Source: an optimization exercise on an open RTL-to-GDS flow (aim: small area, a short achievable clock period and few clock cycles per item). Production flows keep margins and buffers that such runs may drop.
Only simulation tests tie the RTL to the original design; equivalence was not proved.
Power and IR drop assume default switching activity.

==> flow/design.v <==
`default_nettype none
package tobfe_pkg;
    localparam int ORDER_SLOTS  = 64;
    localparam int SYMBOL_COUNT = 16;
    localparam int PRICE_BITS   = 32;
    localparam int SLOT_AW = $clog2(ORDER_SLOTS);
    localparam int SYM_AW  = (SYMBOL_COUNT > 1) ? $clog2(SYMBOL_COUNT) : 1;
    localparam logic [1:0] MODE_ADD    = 2'd0;
    localparam logic [1:0] MODE_CANCEL = 2'd1;
    localparam logic [1:0] MODE_QUOTE  = 2'd2;
    localparam logic [1:0] MODE_CLEAR  = 2'd3;
    localparam logic [2:0] OUT_RESTING    = 3'd0;
    localparam logic [2:0] OUT_MARKET     = 3'd1;
    localparam logic [2:0] OUT_AGGRESSIVE = 3'd2;
    localparam logic [2:0] OUT_TRIGGERED  = 3'd3;
    localparam logic [2:0] OUT_CANCELLED  = 3'd4;
    localparam logic [2:0] OUT_MISS       = 3'd5;
    typedef struct packed {
        logic [3:0]            symbol;
        logic [PRICE_BITS-1:0] price;
        logic [31:0]           volume;
        logic                  buy;
        logic                  market;
    } t_slot_entry;
    typedef struct packed {
        logic               rd_en;
        logic [SLOT_AW-1:0] rd_addr;
        logic               wr_en;       
        logic [SLOT_AW-1:0] wr_addr;
        t_slot_entry        wr_data;
        logic               clr_en;      
        logic [SLOT_AW-1:0] clr_addr;
        logic               clr_all;
    } t_slot_req;
    typedef struct packed {
        logic        valid;
        t_slot_entry entry;
    } t_slot_rsp;
    typedef struct packed {
        logic                  rd_en;
        logic [SYM_AW-1:0]     rd_addr;
        logic                  wr_en;
        logic [SYM_AW-1:0]     wr_addr;
        logic [PRICE_BITS-1:0] wr_bid;
        logic [PRICE_BITS-1:0] wr_ask;
        logic                  clr_all;
    } t_quote_req;
    typedef struct packed {
        logic                  valid;
        logic [PRICE_BITS-1:0] bid;
        logic [PRICE_BITS-1:0] ask;
    } t_quote_rsp;
endpackage
`default_nettype wire
`default_nettype none
module tobfe_ge (
    input  wire logic [31:0] i_x,
    input  wire logic [31:0] i_ny,
    output wire logic        o_ge
);
    logic [31:0] g, e;
    logic [15:0] g1, e1;
    logic [7:0]  g2, e2;
    logic [3:0]  g3, e3;
    logic [1:0]  g4, e4;
    always_comb begin
        g = i_x & i_ny;
        e = i_x | i_ny;
        for (int k = 0; k < 16; k++) begin
            g1[k] = g[2*k+1] | (e[2*k+1] & g[2*k]);
            e1[k] = g[2*k+1] | (e[2*k+1] & e[2*k]);
        end
        for (int k = 0; k < 8; k++) begin
            g2[k] = g1[2*k+1] | (e1[2*k+1] & g1[2*k]);
            e2[k] = g1[2*k+1] | (e1[2*k+1] & e1[2*k]);
        end
        for (int k = 0; k < 4; k++) begin
            g3[k] = g2[2*k+1] | (e2[2*k+1] & g2[2*k]);
            e3[k] = g2[2*k+1] | (e2[2*k+1] & e2[2*k]);
        end
        for (int k = 0; k < 2; k++) begin
            g4[k] = g3[2*k+1] | (e3[2*k+1] & g3[2*k]);
            e4[k] = g3[2*k+1] | (e3[2*k+1] & e3[2*k]);
        end
    end
    assign o_ge = g4[1] | (e4[1] & e4[0]);
endmodule
module tobfe_slot_match (
    input  wire logic [31:0] i_px,
    input  wire logic        i_buy,
    input  wire logic        i_mkt,
    input  wire logic [31:0] i_q_nask,
    input  wire logic [31:0] i_q_bid,
    output wire logic        o_match
);
    logic ge;
    tobfe_ge u_ge (
        .i_x  (i_px),
        .i_ny (i_buy ? i_q_nask : i_q_bid),
        .o_ge (ge)
    );
    assign o_match = !i_mkt && ge;
endmodule
`default_nettype wire
`default_nettype none
module tobfe_pick (
    input  wire logic [63:0] i_x,
    output logic      [63:0] o_first,
    output logic      [63:0] o_rest,
    output logic             o_multi
);
    logic [7:0] gany;
    logic [7:0] gmulti;
    logic [7:0] gfirst;
    logic [7:0] gbelow;
    logic [7:0] low  [8];
    always_comb begin
        for (int g = 0; g < 8; g++) begin
            logic [7:0] xg;
            logic [7:0] bl;
            xg = i_x[8*g +: 8];
            bl[0] = 1'b0;
            for (int j = 1; j < 8; j++) bl[j] = bl[j-1] | xg[j-1];
            low[g]    = xg & ~bl;
            gany[g]   = |xg;
            gmulti[g] = |(xg & bl);
        end
        gbelow[0] = 1'b0;
        for (int g = 1; g < 8; g++) gbelow[g] = gbelow[g-1] | gany[g-1];
        gfirst = gany & ~gbelow;
        for (int g = 0; g < 8; g++) begin
            o_first[8*g +: 8] = low[g] & {8{gfirst[g]}};
        end
        o_rest  = i_x & ~o_first;
        o_multi = |(gany & gbelow) || |gmulti;
    end
endmodule
module tobfe_gather (
    input  wire logic [63:0]   i_oh,
    input  wire logic [2047:0] i_vol,
    input  wire logic [63:0]   i_buy,
    output logic      [31:0]   o_vol,
    output logic               o_buy,
    output logic      [5:0]    o_slot
);
    always_comb begin
        o_vol  = '0;
        o_buy  = 1'b0;
        o_slot = '0;
        for (int i = 0; i < 64; i++) begin
            o_vol  = o_vol | (i_vol[32*i +: 32] & {32{i_oh[i]}});
            o_buy  = o_buy | (i_buy[i] & i_oh[i]);
            o_slot = o_slot | (6'(i) & {6{i_oh[i]}});
        end
    end
endmodule
`default_nettype wire
`default_nettype none
module top_of_book_order_fill_engine (
    input  wire logic        i_clk,
    input  wire logic        i_rst_n,
    input  wire logic        i_ord_valid,
    output wire logic        o_ord_ready,
    input  wire logic [1:0]  i_ord_mode,
    input  wire logic [5:0]  i_ord_order_slot,
    input  wire logic [3:0]  i_ord_symbol,
    input  wire logic [31:0] i_ord_price,
    input  wire logic [31:0] i_ord_volume,
    input  wire logic        i_ord_is_buy,
    input  wire logic        i_ord_is_market,
    input  wire logic [31:0] i_ord_bid_px,
    input  wire logic [31:0] i_ord_ask_px,
    output wire logic        o_res_valid,
    input  wire logic        i_res_ready,
    output wire logic [5:0]  o_res_result_slot,
    output wire logic [2:0]  o_res_outcome,
    output wire logic [31:0] o_res_fill_qty,
    output wire logic [31:0] o_res_fill_px,
    output wire logic        o_res_last
);
    localparam int NS = 64;
    localparam int NQ = 16;
    localparam logic [1:0] M_ADD    = 2'd0;
    localparam logic [1:0] M_CANCEL = 2'd1;
    localparam logic [1:0] M_QUOTE  = 2'd2;
    localparam logic [1:0] M_CLEAR  = 2'd3;
    logic [31:0]   s_px  [NS];
    logic [31:0]   s_vol [NS];
    logic [3:0]    s_sym [NS];
    logic [NS-1:0] s_buy;
    logic [NS-1:0] s_mkt;
    logic [NS-1:0] live;
    logic [31:0]   q_bid [NQ];
    logic [31:0]   q_ask [NQ];
    logic [NQ-1:0] q_live;
    logic        ready_q;
    logic        v2;
    logic [1:0]  c2_mode;
    logic [5:0]  c2_slot;
    logic [3:0]  c2_sym;
    logic [31:0] c2_a;           
    logic [31:0] c2_b;           
    logic        c2_buy;
    logic        c2_mkt;
    logic [NS-1:0] m1;           
    logic [NS-1:0] pw_mask;      
    logic          pw_fwd;       
    logic [31:0]   qpx1;         
    logic          fill1;        
    logic        p_v;
    logic [5:0]  p_slot;
    logic [2:0]  p_out;
    logic [31:0] p_qty;          
    logic [31:0] p_px;           
    logic [NS-1:0] oh;           
    logic [NS-1:0] rem;          
    logic        ohv;
    logic        more;           
    logic        r0_v, r1_v;
    logic [73:0] r0, r1;
    logic adv2, free2;
    logic accept;
    logic pop, push;
    logic e_trig;
    assign accept = i_ord_valid && free2;    
    assign adv2   = v2 && !r1_v && !more;
    assign free2  = !v2 || adv2;
    logic [31:0]   in_pt;        
    logic [31:0]   in_nbid;
    logic [31:0]   in_nask;
    logic          fwd1;
    logic          fwd_px;
    logic [31:0]   in_qpx;
    logic          wr2;
    assign in_pt   = i_ord_is_buy ? i_ord_price : ~i_ord_price;
    assign in_nbid = ~i_ord_bid_px;
    assign in_nask = ~i_ord_ask_px;
    logic          byp_q;
    logic          in_qv;
    logic [31:0]   tab_qpx;
    logic          tab_cross, byp_cross;
    logic          in_fill;
    assign byp_q   = v2 && c2_mode == M_QUOTE && c2_sym == i_ord_symbol;
    assign tab_qpx = i_ord_is_buy ? q_ask[i_ord_symbol] : q_bid[i_ord_symbol];
    assign in_qpx  = byp_q ? (i_ord_is_buy ? c2_b : c2_a) : tab_qpx;
    assign in_qv   = byp_q || (q_live[i_ord_symbol] && !(v2 && c2_mode == M_CLEAR));
    tobfe_ge u_tab_ge (
        .i_x  (in_pt),
        .i_ny (i_ord_is_buy ? ~tab_qpx : tab_qpx),
        .o_ge (tab_cross)
    );
    tobfe_ge u_byp_ge (
        .i_x  (in_pt),
        .i_ny (i_ord_is_buy ? ~c2_b : c2_a),
        .o_ge (byp_cross)
    );
    assign in_fill = in_qv && (i_ord_is_market || (byp_q ? byp_cross : tab_cross));
    logic [NS-1:0] slot_m;
    for (genvar i = 0; i < NS; i++) begin : g_match
        tobfe_slot_match u_m (
            .i_px     (s_px[i]),
            .i_buy    (s_buy[i]),
            .i_mkt    (s_mkt[i]),
            .i_q_nask (in_nask),
            .i_q_bid  (i_ord_bid_px),
            .o_match  (slot_m[i])
        );
    end
    tobfe_slot_match u_fwd (
        .i_px     (c2_a),
        .i_buy    (c2_buy),
        .i_mkt    (c2_mkt),
        .i_q_nask (in_nask),
        .i_q_bid  (i_ord_bid_px),
        .o_match  (fwd_px)
    );
    assign fwd1 = fwd_px && (c2_sym == i_ord_symbol);
    always_ff @(posedge i_clk) begin
        if (free2) begin
            m1      <= slot_m;
            for (int i = 0; i < NS; i++) pw_mask[i] <= wr2 && c2_slot == 6'(i);
            pw_fwd  <= fwd1;
            qpx1    <= in_qpx;
            fill1   <= in_fill;
        end
        if (v2 && c2_mode == M_QUOTE) begin
            q_bid[c2_sym] <= c2_a;
            q_ask[c2_sym] <= c2_b;
        end
    end
    always_ff @(posedge i_clk) begin
        if (!i_rst_n) begin
            q_live <= '0;
        end else if (v2) begin
            if (c2_mode == M_QUOTE) q_live[c2_sym] <= 1'b1;
            if (c2_mode == M_CLEAR) q_live <= '0;
        end
    end
    always_ff @(posedge i_clk) begin
        if (free2) begin
            c2_mode <= i_ord_mode;
            c2_slot <= i_ord_order_slot;
            c2_sym  <= i_ord_symbol;
            c2_a    <= (i_ord_mode == M_QUOTE) ? i_ord_bid_px : in_pt;
            c2_b    <= (i_ord_mode == M_QUOTE) ? i_ord_ask_px : i_ord_volume;
            c2_buy  <= i_ord_is_buy;
            c2_mkt  <= i_ord_is_market;
        end
    end
    logic [NS-1:0] mf2;
    logic          s2_cancel, s2_quote, s2_clear;
    assign s2_cancel = adv2 && c2_mode == M_CANCEL;
    assign s2_quote  = adv2 && c2_mode == M_QUOTE;
    assign s2_clear  = adv2 && c2_mode == M_CLEAR;
    assign wr2       = adv2 && c2_mode == M_ADD && !fill1;
    always_comb begin
        for (int i = 0; i < NS; i++) begin
            mf2[i] = pw_mask[i] ? pw_fwd : (m1[i] && live[i] && s_sym[i] == c2_sym);
        end
    end
    always_ff @(posedge i_clk) begin
        for (int i = 0; i < NS; i++) begin
            if (wr2 && c2_slot == 6'(i)) begin
                s_px[i]  <= c2_a;
                s_vol[i] <= c2_b;
                s_sym[i] <= c2_sym;
                s_buy[i] <= c2_buy;
                s_mkt[i] <= c2_mkt;
            end
        end
    end
    always_ff @(posedge i_clk) begin
        if (!i_rst_n) begin
            live <= '0;
        end else begin
            if (s2_clear) live <= '0;
            if (s2_quote) live <= live & ~mf2;
            if (wr2) live[c2_slot] <= 1'b1;
            if (s2_cancel) live[c2_slot] <= 1'b0;
        end
    end
    logic [NS-1:0]   pick_x, pick_first, pick_rest;
    logic            pick_multi;
    logic            e_adv;
    logic [31:0]     e_vol;
    logic            e_buy;
    logic [5:0]      e_slot;
    logic [73:0]     e_word;
    logic [2047:0]   vol_flat;
    logic            more_n;
    assign e_trig = ohv;
    assign push   = (ohv || p_v) && !r1_v;
    assign e_adv  = e_trig && !r1_v;
    assign pick_x = s2_quote ? mf2 : rem;
    tobfe_pick u_pick (
        .i_x     (pick_x),
        .o_first (pick_first),
        .o_rest  (pick_rest),
        .o_multi (pick_multi)
    );
    always_comb for (int i = 0; i < NS; i++) vol_flat[32*i +: 32] = s_vol[i];
    tobfe_gather u_gather (
        .i_oh   (oh),
        .i_vol  (vol_flat),
        .i_buy  (s_buy),
        .o_vol  (e_vol),
        .o_buy  (e_buy),
        .o_slot (e_slot)
    );
    always_comb begin
        if (e_trig) e_word = {e_slot, 3'd3, e_vol, e_buy ? p_qty : p_px, !more};
        else        e_word = {p_slot, p_out, p_qty, p_px, 1'b1};
    end
    always_ff @(posedge i_clk) begin
        if (adv2) begin
            p_slot <= c2_slot;
            case (c2_mode)
                M_ADD: begin
                    p_out <= fill1 ? (c2_mkt ? 3'd1 : 3'd2) : 3'd0;
                    p_qty <= fill1 ? c2_b : 32'd0;
                    p_px  <= fill1 ? qpx1 : 32'd0;
                end
                M_CANCEL: begin
                    p_out <= live[c2_slot] ? 3'd4 : 3'd5;
                    p_qty <= 32'd0;
                    p_px  <= 32'd0;
                end
                default: begin
                    p_out <= 3'd0;
                    p_qty <= c2_b;
                    p_px  <= c2_a;
                end
            endcase
        end
        if (s2_quote || e_adv) begin
            oh  <= pick_first;
            rem <= pick_rest;
        end
    end
    assign more_n = (s2_quote || e_adv) ? pick_multi : more;
    always_ff @(posedge i_clk) begin
        if (!i_rst_n) begin
            p_v  <= 1'b0;
            ohv  <= 1'b0;
            more <= 1'b0;
        end else begin
            if (adv2) p_v <= (c2_mode == M_ADD) || (c2_mode == M_CANCEL);
            else if (push && !e_trig) p_v <= 1'b0;
            if (s2_quote) ohv <= |mf2;
            else if (e_adv) ohv <= more;
            more <= more_n;
        end
    end
    logic r0_v_n, r1_v_n, v2_n;
    assign pop  = r0_v && i_res_ready;
    assign v2_n = free2 ? accept : v2;
    always_comb begin
        if (!r0_v || pop) begin
            r0_v_n = r1_v || push;
            r1_v_n = 1'b0;
        end else begin
            r0_v_n = 1'b1;
            r1_v_n = r1_v || push;
        end
    end
    always_ff @(posedge i_clk) begin
        if (!r0_v || pop) r0 <= r1_v ? r1 : e_word;
        if (!r1_v) r1 <= e_word;
    end
    always_ff @(posedge i_clk) begin
        if (!i_rst_n) begin
            v2      <= 1'b0;
            r0_v    <= 1'b0;
            r1_v    <= 1'b0;
            ready_q <= 1'b1;
        end else begin
            v2      <= v2_n;
            r0_v    <= r0_v_n;
            r1_v    <= r1_v_n;
            ready_q <= !v2_n || (!r1_v_n && !more_n);
        end
    end
    assign o_ord_ready       = ready_q;
    assign o_res_valid       = r0_v;
    assign o_res_result_slot = r0[73:68];
    assign o_res_outcome     = r0[67:65];
    assign o_res_fill_qty    = r0[64:33];
    assign o_res_fill_px     = r0[32:1];
    assign o_res_last        = r0[0];
endmodule
`default_nettype wire
==> flow/run.sh <==
#!/bin/bash
# synth_recipe.tcl (not shown) runs the flow's synth.tcl, then flattens the netlist and writes it again
# the make line also repeats each setting of config.mk as NAME=value (left out here)
make -C /OpenROAD-flow-scripts/flow DESIGN_CONFIG=/design/flow/config.mk WORK_HOME=/design/flow/orfs CLKGATE_MAP_FILE= SYNTH_SCRIPT=/design/flow/synth_recipe.tcl finish
==> flow/config.mk <==
export PLATFORM = sky130hd
export DESIGN_NAME = top_of_book_order_fill_engine
export DESIGN_NICKNAME = top_of_book_order_fill_engine
export VERILOG_FILES = /design/flow/design.v
export SDC_FILE = /design/flow/constraint.sdc
export NUM_CORES = 4
export LEC_CHECK = 0
export CAP_MARGIN = 20
export CELL_PAD_IN_SITES_DETAIL_PLACEMENT = 1
export CELL_PAD_IN_SITES_GLOBAL_PLACEMENT = 2
export CORE_MARGIN = 2
export CORE_UTILIZATION = 35
export PLACE_DENSITY = 0.5
export SETUP_SLACK_MARGIN = 4.0
export SLEW_MARGIN = 20
export SYNTH_HIERARCHICAL = 1
export SYNTH_MEMORY_MAX_BITS = 8192
==> flow/constraint.sdc <==
create_clock -name core_clock -period 8.0 [get_ports {i_clk}]
set_input_delay 1.6000 -clock core_clock [delete_from_list [all_inputs] [get_ports {i_clk}]]
set_output_delay 1.6000 -clock core_clock [all_outputs]
set_load 0.01 [all_outputs]
==> results.txt, run 1 <==
status=timing/DRC/antenna clean; Design Area, Final=0.347 mm2; Met2 Wirelength=648 mm; Max Freq=220 MHz; period utilization=56.8%; RSZ-0062 raised after global routing=yes; hold path depth=2; Slew headroom=20.3%; Final #Nets=21600; Max Clock Skew=0.0865 ns; DRT met1 WL=606 mm; DRT iter0 DRCs=24000; Hold Crit Endpoint=q_live[13]; DR WL/cell=41.5 um; #FFs+latches synth=6180; port bufs=221; Clock Sinks=6180; I/O Pins=222; Layout fillers=85600; antenna viol nets, final=0; via count=208000; WS Path Type=flop to flop; post-synth top area share=60.2%; Ys Warns=17; CP Max Fanout=11; mean post-synth cell area=14.8 um2; Total Neg Setup Slack=0 ns; Initial Utilization=35.1%; first-pass GRT wire length=1840 mm; final hold violation count=0; R2R Path End=ready_q; Syn Nets=20400; die width=930 um; met3 wire len=83.0 mm; crit path capture type=flop; number of optimization iterations in the first detailed-route pass=8; Period minus WS final=4.54 ns; layout cell share with drive strength beyond 1=25.5%; power per cell area=226 mW/mm2; htree depth=6; Die Ht=930 um; Post-synth EDFFs=6019; CTS Buf Count=741; TritonCTS clock tree=done; Final Slew Violations=0; asr flop ratio synth=0%; clk buf depth=4; unique cell type count in the Yosys netlist=85; Mapped Cells=20300; most common cell after layout, fill and taps aside=edfxtp_1; Seq/Total Area, Yosys=61.3%; synth top area cells=edfxtp_1, mux2_4, mux4_2; beginning of the worst hold path=q_live[13]; core area=0.856 mm2; synthesized cell area=0.300 mm2; Clock Pin Slew Worst Setup and Hold Paths=0.06 ns; crit path DAT=5.64 ns; worst path required time=9.10 ns; Total GRT Usage=31.1%; Final Setup Violations=0; die area=0.865 mm2; internal reg-to-reg setup slack=3.46 ns; Hold Crit Class=flop to flop; critical path startpoint category=flop; most frequent cells in the layout=edfxtp_1, mux2_4, o21ai_0; DRC viols=0; hold buffer count at CTS=0; clock latency on the worst-skew pair=1.20 ns; gp weighted congestion=0.872; reg2reg start=c2_sym[1]; R2R depth=18; Max VDD drop=250 uV; Most used DFF post-synth=edfxtp_1; via/cell ratio=6.18; post-synth top area cell=edfxtp_1; area delta synth->final=15.6%; slew at the pin closest to its max-slew limit=1.20 ns; global route overflow=0; vias in the first global route=204000; Placed Area=0.318 mm2; total routed wirelength=1390 mm; Pleak=116 nW; DR top layer=met5; hpwl dp=841 mm; initial antenna violation count=216; largest net degree at the start of global routing=93; max-cap violations=0; Root Buffer=clkbuf_16; FP Rows=340
==> per-module statistics from Yosys, one instance, submodules excluded <==
module | cells inside | copies in the design | cell area (um2) | flip-flops and latches
tobfe_slot_match | 37 | 65 | 551 | 0
tobfe_pick | 301 | 1 | 1860 | 0
tobfe_ge | 112 | 67 | 689 | 0
top_of_book_order_fill_engine | 8542 | 1 | 204000 | 6180
tobfe_gather | 1525 | 1 | 12100 | 0
==> flip-flops by register name, summed over array words and instances (netlist names), 4 cells and up <==
name     cells
c2_a        32
c2_b        32
c2_slot      6
c2_sym       4
live        64
m1          64
oh          64
p_px        32
p_qty       32
p_slot       6
pw_mask     64
q_ask      512
q_bid      512
q_live      16
qpx1        32
r0          74
r1          74
rem         64
s_buy       64
s_mkt       64
s_px      2048
s_sym      256
s_vol     2048
==> final cells by class <==
type / count / area (um2) / share of cell area, %
diodes: 89 / 223 / 0.0642
clock buffers: 926 / 19400 / 5.60
clock inverters: 455 / 4650 / 1.34
inverters: 253 / 1210 / 0.349
multi-input cells: 13100 / 111000 / 32.1
flip-flops and latches: 6180 / 184000 / 53.0
well taps: 11500 / 14300 / 4.13
repair buffers: 1156 / 11700 / 3.38
repair inverters: 2 / 17.5 / 0.00505
==> logic make-up after synthesis <==
logic type	after synthesis	share of synthesized area, %
and+or+nand+nor	3691	5.90
xor gates and xnor gates	302	0.881
muxes	2594	13.6
adders and majority gates	413	1.44
buffers and inverters	1020	2.74
DFF	6180	61.3
other	1	0.00125
AOI/OAI and AO/OA	6076	14.2
==> repair_timing <==
| action | in CTS | in global routing |
|---|---|---|
| setup endpoints to repair | 1799 | 307 |
| cloned | 34 | 6 |
| resized for setup | 280 | 149 |
| pin swaps | 54 | 34 |
| buffers inserted | 113 | 46 |
==> cell usage after synthesis, types with 68 or more instances <==
cell and count:
edfxtp_1 6019, mux2_4 1950, o21ai_0 1053, a21oi_1 1042, nand2_1 999, nor2_1 989
a221oi_1 796, a22o_1 562, o31ai_1 401, mux4_2 377, nand4_1 345, a31oi_1 341
nand3_1 332, clkbuf_1 298, xnor2_1 293, maj3_1 270, inv_1 252, nor3_1 227
o22ai_1 205, a211oi_1 204, o221ai_1 201, buf_12 195, mux2_2 195, nor4_1 187
dfxtp_1 161, and3_1 156, o21a_1 149, buf_6 145, o211ai_1 138, a22oi_1 137
a21o_1 135, maj3_2 134, nor2b_1 121, buf_2 98, o21ai_1 95, and2_1 94
nor3b_1 87, mux2i_1 71, or2_2 68
==> report_power, final <==
group / total [W] / internal, W / switching, W
sequential: 0.0365 / 0.0362 / 0.000278
combinational: 0.00789 / 0.00232 / 0.00557
clock: 0.0341 / 0.0193 / 0.0148
==> worst max-delay path, cell delays in order, from the launching register on <==
cell,delay (ns)
edfxtp_1,0.43
buf_12,0.19
buf_12,0.16
bufbuf_16,0.30
xnor2_1,0.13
nand3_1,0.10
o31ai_2,0.10
nand2_1,0.28
nand2_1,0.30
nor2_4,0.23
o2bb2ai_1,0.18
nand4b_1,0.19
or4_1,0.56
nor4b_2,0.22
nand4_1,0.47
nor2b_4,0.30
o21ai_2,0.09
a21boi_2,0.09
o22ai_1,0.10
==> worst max-delay path by stage <==
stage,from,to,slack (ns),depth (start not counted)
6_report,c2_sym[1],ready_q,3.46,18
5_1_grt,c2_sym[1],ready_q,3.40,18
4_1_cts,c2_sym[3],ready_q,3.57,17
3_5_place_dp,i_ord_symbol[0],fill1,1.87,16
3_3_place_gp,i_ord_ask_px[4],m1[10],1.61,11
2_1_floorplan,c2_slot[0],pw_mask[30],2.73,7
==> stage by stage <==
step / util [%] / hold slack, ns / cells / setup WS [ns] / total power (W)
after floorplan: - / 0.424 / 20300 / 2.73 / 0.0405
after global placement: 37.2 / 0.446 / 31900 / 1.61 / 0.0447
after detailed placement: 37.2 / 0.455 / 31900 / 1.87 / 0.0447
after CTS: 40.4 / 0.472 / 33500 / 3.57 / 0.0790
after global routing: 40.5 / 0.497 / 33500 / 3.40 / 0.0805
final: 40.5 / 0.469 / 33600 / 3.46 / 0.0785
==> metal layers <==
layer	track usage [%]	up-vias
li1	-	86200
met3	3.62	1806
met4	10.9	10
met2	50.5	7841
met1	43.2	112000
met5	0	-
Testbench counts, summed over its fixed seeds: cycles 12,247, items 12,008.
==> run 2, diff against run 1 <==
--- a/flow/design.v
+++ b/flow/design.v
@@ -88,6 +88,8 @@
 module tobfe_slot_match (
     input  wire logic [31:0] i_px,
+    input  wire logic [3:0]  i_sym,
     input  wire logic        i_buy,
     input  wire logic        i_mkt,
+    input  wire logic [3:0]  i_q_sym,
     input  wire logic [31:0] i_q_nask,
     input  wire logic [31:0] i_q_bid,
@@ -100,5 +102,5 @@
         .o_ge (ge)
     );
-    assign o_match = !i_mkt && ge;
+    assign o_match = !i_mkt && (i_sym == i_q_sym) && ge;
 endmodule
 `default_nettype wire
@@ -230,5 +232,4 @@
     logic [31:0]   in_nask;
     logic          fwd1;
-    logic          fwd_px;
     logic [31:0]   in_qpx;
     logic          wr2;
@@ -245,14 +246,27 @@
     assign in_qpx  = byp_q ? (i_ord_is_buy ? c2_b : c2_a) : tab_qpx;
     assign in_qv   = byp_q || (q_live[i_ord_symbol] && !(v2 && c2_mode == M_CLEAR));
-    tobfe_ge u_tab_ge (
-        .i_x  (in_pt),
-        .i_ny (i_ord_is_buy ? ~tab_qpx : tab_qpx),
-        .o_ge (tab_cross)
-    );
-    tobfe_ge u_byp_ge (
-        .i_x  (in_pt),
-        .i_ny (i_ord_is_buy ? ~c2_b : c2_a),
-        .o_ge (byp_cross)
+    logic tab_buy, tab_sell, byp_buy, byp_sell;
+    tobfe_ge u_tab_buy (
+        .i_x  (i_ord_price),
+        .i_ny (~q_ask[i_ord_symbol]),
+        .o_ge (tab_buy)
     );
+    tobfe_ge u_tab_sell (
+        .i_x  (~i_ord_price),
+        .i_ny (q_bid[i_ord_symbol]),
+        .o_ge (tab_sell)
+    );
+    tobfe_ge u_byp_buy (
+        .i_x  (i_ord_price),
+        .i_ny (~c2_b),
+        .o_ge (byp_buy)
+    );
+    tobfe_ge u_byp_sell (
+        .i_x  (~i_ord_price),
+        .i_ny (c2_a),
+        .o_ge (byp_sell)
+    );
+    assign tab_cross = i_ord_is_buy ? tab_buy : tab_sell;
+    assign byp_cross = i_ord_is_buy ? byp_buy : byp_sell;
     assign in_fill = in_qv && (i_ord_is_market || (byp_q ? byp_cross : tab_cross));
     logic [NS-1:0] slot_m;
@@ -260,6 +274,8 @@
         tobfe_slot_match u_m (
             .i_px     (s_px[i]),
+            .i_sym    (s_sym[i]),
             .i_buy    (s_buy[i]),
             .i_mkt    (s_mkt[i]),
+            .i_q_sym  (i_ord_symbol),
             .i_q_nask (in_nask),
             .i_q_bid  (i_ord_bid_px),
@@ -269,11 +285,12 @@
     tobfe_slot_match u_fwd (
         .i_px     (c2_a),
+        .i_sym    (c2_sym),
         .i_buy    (c2_buy),
         .i_mkt    (c2_mkt),
+        .i_q_sym  (i_ord_symbol),
         .i_q_nask (in_nask),
         .i_q_bid  (i_ord_bid_px),
-        .o_match  (fwd_px)
+        .o_match  (fwd1)
     );
-    assign fwd1 = fwd_px && (c2_sym == i_ord_symbol);
     always_ff @(posedge i_clk) begin
         if (free2) begin
@@ -316,5 +333,5 @@
     always_comb begin
         for (int i = 0; i < NS; i++) begin
-            mf2[i] = pw_mask[i] ? pw_fwd : (m1[i] && live[i] && s_sym[i] == c2_sym);
+            mf2[i] = pw_mask[i] ? pw_fwd : (m1[i] & live[i]);
         end
     end
--- a/flow/config.mk
+++ b/flow/config.mk
@@ -12,5 +12,5 @@
 export CORE_UTILIZATION = 35
 export PLACE_DENSITY = 0.5
-export SETUP_SLACK_MARGIN = 4.0
+export SETUP_SLACK_MARGIN = 4.2
 export SLEW_MARGIN = 20
 export SYNTH_HIERARCHICAL = 1
==> results.txt, run 2 <==
DRT iter0 DRCs=25900 (was 24000); Comb pwr share=9.9% (was 10.0%); initial antenna violation count=250 (was 216); Clock Pin Slew Worst Setup and Hold Paths=0.07 ns (was 0.06 ns); period utilization=56.4% (was 56.8%); post-synth top area cell=edfxtp_1 (unchanged); Pleak=112 nW (was 116 nW); mean post-synth cell area=14.2 um2 (was 14.8 um2); crit path capture type=flop (unchanged); xor and xnor area share after synthesis=0.305% (was 0.881%); number of optimization iterations in the first detailed-route pass=8 (unchanged); Total GRT Usage=32.0% (was 31.1%); synth top area cells=edfxtp_1, mux2_2, mux4_2 (was edfxtp_1, mux2_4, mux4_2); DR WL/cell=41.8 um (was 41.5 um); Final Slew Violations=0 (unchanged); simple-gate area share of the yosys netlist=6.11% (was 5.90%); Max Freq=222 MHz (was 220 MHz); Sw Pwr=0.0206 W (was 0.0207 W); Seq/Total Area, Yosys=62.3% (was 61.3%); Post-Place Setup Slack=1.82 ns (was 1.87 ns); largest family of logic cells by synthesized area=compound AO/OA/AOI/OAI gates (unchanged); synthesized cell area=0.295 mm2 (was 0.300 mm2); total routed wirelength=1410 mm (was 1390 mm); Ys Warns=17 (unchanged); max-cap violations=0 (unchanged); area delta synth->final=16.3% (was 15.6%); most numerous cell in the Yosys netlist=edfxtp_1 (unchanged); power per cell area=227 mW/mm2 (was 226 mW/mm2); biggest regs=s_px: 2048 flops, s_vol: 2048 flops (unchanged); critical path startpoint category=input port (was flop); clock latency on the worst-skew pair=1.21 ns (was 1.20 ns); Clock Sinks=6180 (unchanged); Max VDD drop=202 uV (was 250 uV); Final #Nets=22000 (was 21600); TritonCTS clock tree=done (unchanged); post-synth top area share=61.2% (was 60.2%); core area=0.842 mm2 (was 0.856 mm2); hold buffer count at CTS=0 (unchanged); first-pass GRT wire length=1870 mm (was 1840 mm); most common cell after layout, fill and taps aside=edfxtp_1 (unchanged); Post-synth EDFFs=6019 (unchanged); mux contribution to synthesized area=11.8% (was 13.6%); Slew headroom=17.0% (was 20.3%); I/O Pins=222 (unchanged); via count=214000 (was 208000); CP Max Fanout=8 (was 11); antenna viol nets, final=0 (unchanged); most frequent cells in the layout=edfxtp_1, mux2_2, o21ai_0 (was edfxtp_1, mux2_4, o21ai_0); hpwl dp=825 mm (was 841 mm); clk buf depth=4 (unchanged); crit path DAT=5.40 ns (was 5.64 ns); Hold Crit Class=flop to flop (unchanged); #FFs+latches synth=6180 (unchanged); global route overflow=0 (unchanged); Period minus WS final=4.51 ns (was 4.54 ns); port bufs=221 (unchanged); htree depth=6 (unchanged); Int Pwr=0.0573 W (was 0.0578 W); die area=0.851 mm2 (was 0.865 mm2); Mapped Cells=20700 (was 20300); Die Ht=923 um (was 930 um); Initial Utilization=35.1% (about the same); FP Rows=337 (was 340); fin worst setup slack=3.49 ns (was 3.46 ns); Most used DFF post-synth=edfxtp_1 (unchanged); post-synthesis compound-gate area fraction=15.3% (was 14.2%); slew at the pin closest to its max-slew limit=1.24 ns (was 1.20 ns); die width=923 um (was 930 um); via/cell ratio=6.31 (was 6.18); switching portion of total power=26.4% (was 26.3%); Max Clock Skew=0.135 ns (was 0.0865 ns); gp weighted congestion=0.863 (was 0.872); Final Setup Violations=0 (unchanged); sequential share of power=46.9% (was 46.5%); CTS Buf Count=729 (was 741); Syn Nets=20900 (was 20400); Synth Area in Adders=1.51% (was 1.44%); unique cell type count in the Yosys netlist=85 (unchanged); Root Buffer=clkbuf_16 (unchanged); vias in the first global route=209000 (was 204000); RSZ-0062 raised after global routing=yes (unchanged); Clk pwr share=43.3% (was 43.5%); status=timing/DRC/antenna clean (unchanged); worst path required time=8.89 ns (was 9.10 ns); asr flop ratio synth=0% (unchanged); Tot Pwr=0.0779 W (was 0.0785 W); WS Path Type=input port to flop (was flop to flop); layout cell share with drive strength beyond 1=23.5% (was 25.5%); DRC viols=0 (unchanged); largest net degree at the start of global routing=90 (was 93); final hold violation count=0 (unchanged); top cell types by occurrence after synthesis=edfxtp_1, mux2_2, o21ai_0, a21oi_1, nor2_1 (was edfxtp_1, mux2_4, o21ai_0, a21oi_1, nand2_1); Total Neg Setup Slack=0 ns (unchanged)
==> run 2: timing repair <==
action,4_1_cts,5_1_grt
cloned,51,10
endpoints found under the setup margin,2078,231
pin swaps,44,39
setup buffers,150,27
resized for setup,479,239
==> run 2: worst paths after layout <==
path / from / to / slack, ns / depth (start not counted)
worst max-delay path: i_ord_symbol[0] / fill1 / 3.49 / 16
worst min-delay path: r1[47] / r1[47] / 0.47 / 2
worst max register to register: c2_mode[0] / ready_q / 3.76 / 17
worst min register to register: r1[47] / r1[47] / 0.47 / 2
==> run 2: per-module statistics from Yosys, one instance, submodules excluded <==
module                         flip-flops and latches  cells
tobfe_slot_match                                    0     45
tobfe_ge                                            0    112
tobfe_gather                                        0   1525
top_of_book_order_fill_engine                    6180   8253
tobfe_pick                                          0    301
==> run 2: stage by stage <==
stage	area (um2)	hold slack, ns	util (%)	instances
after floorplan	296000	0.424	-	20700
after global placement	313000	0.444	37.2	32100
after detailed placement	313000	0.455	37.2	32100
after CTS	342000	0.471	40.6	33700
after global routing	343000	0.483	40.8	33700
final	343000	0.470	40.8	33900
==> run 2: cells by family (layout without fill, tap and decap cells) <==
| kind of cell | count (synthesis) | after routing |
|---|---|---|
| compound gates | 6471 | 6471 |
| fa+ha+maj | 425 | 425 |
| mux | 2565 | 2565 |
| simple gates | 3629 | 3634 |
| other cells | 1 | 172 |
| xor+xnor | 103 | 103 |
| buf+inv | 1358 | 3122 |
| flops | 6180 | 6180 |
==> run 2: worst max-delay path: stages <==
cell	delay [ns]
buf_16	0.18
buf_16	0.24
bufbuf_16	0.30
buf_4	0.11
mux4_2	0.47
mux4_2	0.55
o22ai_1	0.23
o21ai_2	0.14
o2111ai_2	0.11
o31ai_4	0.12
a21bo_2	0.28
a211o_1	0.28
mux2_4	0.28
a21oi_2	0.12
nand3b_1	0.12
o21ai_1	0.09
==> run 2: power by group through the flow <==
stage	combinational [W]	sequential (W)	clock (W)
5_1_grt	0.00793	0.0365	0.0355
4_1_cts	0.00756	0.0365	0.0343
2_1_floorplan	0.00280	0.0374	0
3_5_place_dp	0.00719	0.0372	0
6_report	0.00770	0.0365	0.0337
3_3_place_gp	0.00718	0.0372	0
==> run 2: metal layers <==
layer	wire length (um)	track usage (%)	up-vias
met5	100	0	-
met4	60600	11.3	14
met3	89900	3.77	1896
met2	660000	52.5	8712
met1	604000	44.0	115000
li1	-	-	88300
==> run 2: layout make-up <==
class                   instances  area (um2)
diodes                        171         428
clock buffers                 924       19100
clock inverters               430        4760
fillers                     84500      498000
inverters                     620        2930
multi-input cells           13200      106000
flip-flops and latches       6180      184000
well taps                   11200       14000
repair buffers               1129       12200
repair inverters               19         195
Testbench counts of run 2, summed over its fixed seeds: cycles 12,247, items 12,008.

-- afterwards: timing with drivers on the ports --
The flow's constraints put no driver on any port. The routed layouts listed below were extracted and timed again, unchanged, in two steps. Step 1, drivers: a clkbuf_16 drives i_clk and a buf_2 each remaining input, both assumed. Step 2, shift: input delay + t, output delay - t, t = (earliest + latest rising clock arrival at the registers) / 2. This alone moves slack from input paths to output paths. Slacks: ideal ports / drivers / drivers and shift; pairs: ideal ports / drivers.
run | t, ns | setup WS [ns] | worst setup path at the end | worst data-port slew with drivers (ns)
run 1 | 1.303 | 3.459 / 3.459 / 2.375 | input to register | 0.36
run 2 | 1.307 | 3.491 / 3.558 / 2.251 | input to register | 0.28
After both steps every run listed still meets setup and hold. For run 2, which loses most, drivers alone change the setup slack by +0.067 ns; drivers and shift together by -1.240 ns.
